Source: an optimization exercise on an open RTL-to-GDS flow (aim: small area, a short achievable clock period and few clock cycles per item). Production flows keep margins and buffers that such runs may drop. Function was checked by simulation only, so behaviour that the tests miss may differ from the original. Power and IR drop assume default switching activity.

// weighted_write_coalescing_buffer_unit
module weighted_write_coalescing_buffer_unit (
   input  logic                               clock,
   input  logic                               reset,
   input  logic                               req_valid,
   output logic                               req_ready,
   input  logic                               req_mode,
   input  logic [wwcb_pkg::ITEM_W-1:0]        req_item_id,
   input  logic [wwcb_pkg::MODEM_W-1:0]       req_modem_index,
   input  logic [wwcb_pkg::CLASS_W-1:0]       req_weight_class,
   output logic                               rsp_valid,
   input  logic                               rsp_ready,
   output logic [wwcb_pkg::ITEM_W-1:0]        rsp_out_item_id,
   output logic [wwcb_pkg::MODEM_W-1:0]       rsp_out_modem_index,
   output logic [wwcb_pkg::SERIAL_W-1:0]      rsp_batch_serial,
   output logic                               rsp_last,
   input  logic                               csr_psel,
   input  logic                               csr_penable,
   input  logic                               csr_pwrite,
   input  logic [wwcb_pkg::CSR_ADDR_W-1:0]    csr_paddr,
   input  logic [wwcb_pkg::CSR_DATA_W-1:0]    csr_pwdata,
   output logic [wwcb_pkg::CSR_DATA_W-1:0]    csr_prdata,
   output logic                               csr_pready
);
   logic [WEIGHT_W-1:0] limit_weight;
   logic [CLIM_W-1:0]   limit_count;
   logic                limit_weight_we;
   logic                limit_count_we;
   logic [WEIGHT_W:0]   limit_delta;
   logic [IDX_W-1:0]    ram_tail;
   logic                ram_wr_en0;
   logic                ram_wr_en1;
   logic [KEY_W-1:0]    ram_wr_data;
   logic                ram_act_set;
   logic                ram_act_clr;
   logic                ram_cmp_en;
   logic [KEY_W-1:0]    ram_cmp_key;
   logic                ram_match;
   logic [IDX_W-1:0]    ram_rd_addr;
   logic [KEY_W-1:0]    ram_rdata;
   wwcb_csr u_csr (
      .clock       (clock),
      .reset       (reset),
      .csr_psel    (csr_psel),
      .csr_penable (csr_penable),
      .csr_pwrite  (csr_pwrite),
  ...
Size in the first run: roughly 3200 cells after synthesis, roughly 150 I/O pins, ~0.040 mm2 of cells after synthesis.
==> flow/config.mk <==
export PLATFORM = sky130hd
export DESIGN_NAME = weighted_write_coalescing_buffer_unit
export DESIGN_NICKNAME = weighted_write_coalescing_buffer_unit
export VERILOG_FILES = /design/flow/design.v
export SDC_FILE = /design/flow/constraint.sdc
export NUM_CORES = 4
export LEC_CHECK = 0
export CAP_MARGIN = 20
export CORE_MARGIN = 2
export CORE_UTILIZATION = 40
export SETUP_SLACK_MARGIN = 2.5
export SLEW_MARGIN = 20
==> flow/constraint.sdc <==
create_clock -name core_clock -period 6.0 [get_ports {clock}]
set_input_delay 1.2000 -clock core_clock [delete_from_list [all_inputs] [get_ports {clock}]]
set_output_delay 1.2000 -clock core_clock [all_outputs]
set_load 0.01 [all_outputs]
run.sh (not shown) runs the stock make flow with config.mk's settings and CLKGATE_MAP_FILE= SYNTH_SCRIPT=/design/flow/synth_recipe.tcl, a recipe that flattens the netlist after the stock synthesis.
Testbench counts at the start, summed over its fixed seeds: cycles 12,315, items 12,000.
==> next run, changes <==
- SETUP_SLACK_MARGIN: 2.5 -> 3.0
Die area does not change. Maximum frequency came out higher by 13%. Wire length came out higher by 0.62%. Design area came out higher by 2.8%. Synthesized cell count stays the same.
==> next run, changes <==
- SETUP_SLACK_MARGIN: 3.0 -> 3.1
What happened:
- combinational power rises by a few percent
- worst hold slack loses 0.0046 ns
- setup slack loses 0.093 ns
- wire length rises by a few percent
- cell count rises slightly

---

## v6
Starting RTL as in the previous note.
export LEC_CHECK = 0
export CAP_MARGIN = 20
export CORE_MARGIN = 2
export CORE_UTILIZATION = 40
export SETUP_SLACK_MARGIN = 2.2
export SLEW_MARGIN = 20
create_clock -name core_clock -period 6.0 [get_ports {clock}]
v6 ran to completion and came out clean on the timing, design-rule and antenna checks.
Testbench counts of v6, summed over its fixed seeds: cycles 12,315, items 12,000.
#### Input delta (v7 over v6)
- SETUP_SLACK_MARGIN now 2.8, was 2.2
- CTS_BUF_LIST now sky130_fd_sc_hd__clkbuf_4, previously not set
Results
- Origin of the worst setup path: u_ctrl.a_key[15]$_DFFE_PP_ -> v6, u_ctrl.s_mode$_DFFE_PP_ -> v7
- From v7 to v6, sequential share of the synthesized area did not move at all.
- Of v6 and v7, the run reporting the lower post-route standard cell area excluding fillers was v6.
- Going from v6 to v7, die area neither gained nor lost much; post-CTS setup buffer count picked up an extra 44; headroom to the max-slew limit picked up an extra 12 points.
- v7 ended up with req_ready as its end point of the critical path; v6 ended up with u_entry_ram.match_ff$_DFFE_PP_.
- Worst reg-to-reg setup slack: v7 better than v6

what the ideal ports hide:
How much do the figures lean on ideal ports? The routed layouts below were timed once more, with nothing changed but the port constraints.
Step 1, drivers: a clkbuf_16 drives clock and a buf_2 each remaining input, both assumed.
Step 2 adds t to the input delays and takes it off the output delays; t is the mean of the earliest and latest rising clock arrival at the registers after step 1. Input paths then give back, and output paths get back, about the clock's delay inside the block.
a / b / c = ideal ports / drivers / drivers and shift; a / b = the first two.
run | t (ns) | setup slack, ns | hold slack, ns | clock arrival spread, ns | worst data-port slew with drivers (ns)
the first run of note 1 | 0.750 | 2.333 / 2.333 / 1.910 | 0.419 / 0.419 / 0.419 | 0.045 / 0.045 | 0.07
the second run of note 1 | 0.736 | 2.753 / 2.753 / 2.473 | 0.419 / 0.419 / 0.419 | 0.033 / 0.033 | 0.05
the third run of note 1 | 0.746 | 2.660 / 2.660 / 2.308 | 0.415 / 0.415 / 0.415 | 0.026 / 0.025 | 0.04
v6 | 0.750 | 2.137 / 2.137 / 1.743 | 0.419 / 0.419 / 0.419 | 0.038 / 0.038 | 0.07
v7 | 1.179 | 2.337 / 2.269 / 1.945 | 0.417 / 0.417 / 0.417 | 0.108 / 0.108 | 0.06
After both steps every run listed still meets setup and hold. For the first run of note 1, which loses most, drivers alone change the setup slack by 0.000 ns; drivers and shift together by -0.423 ns.
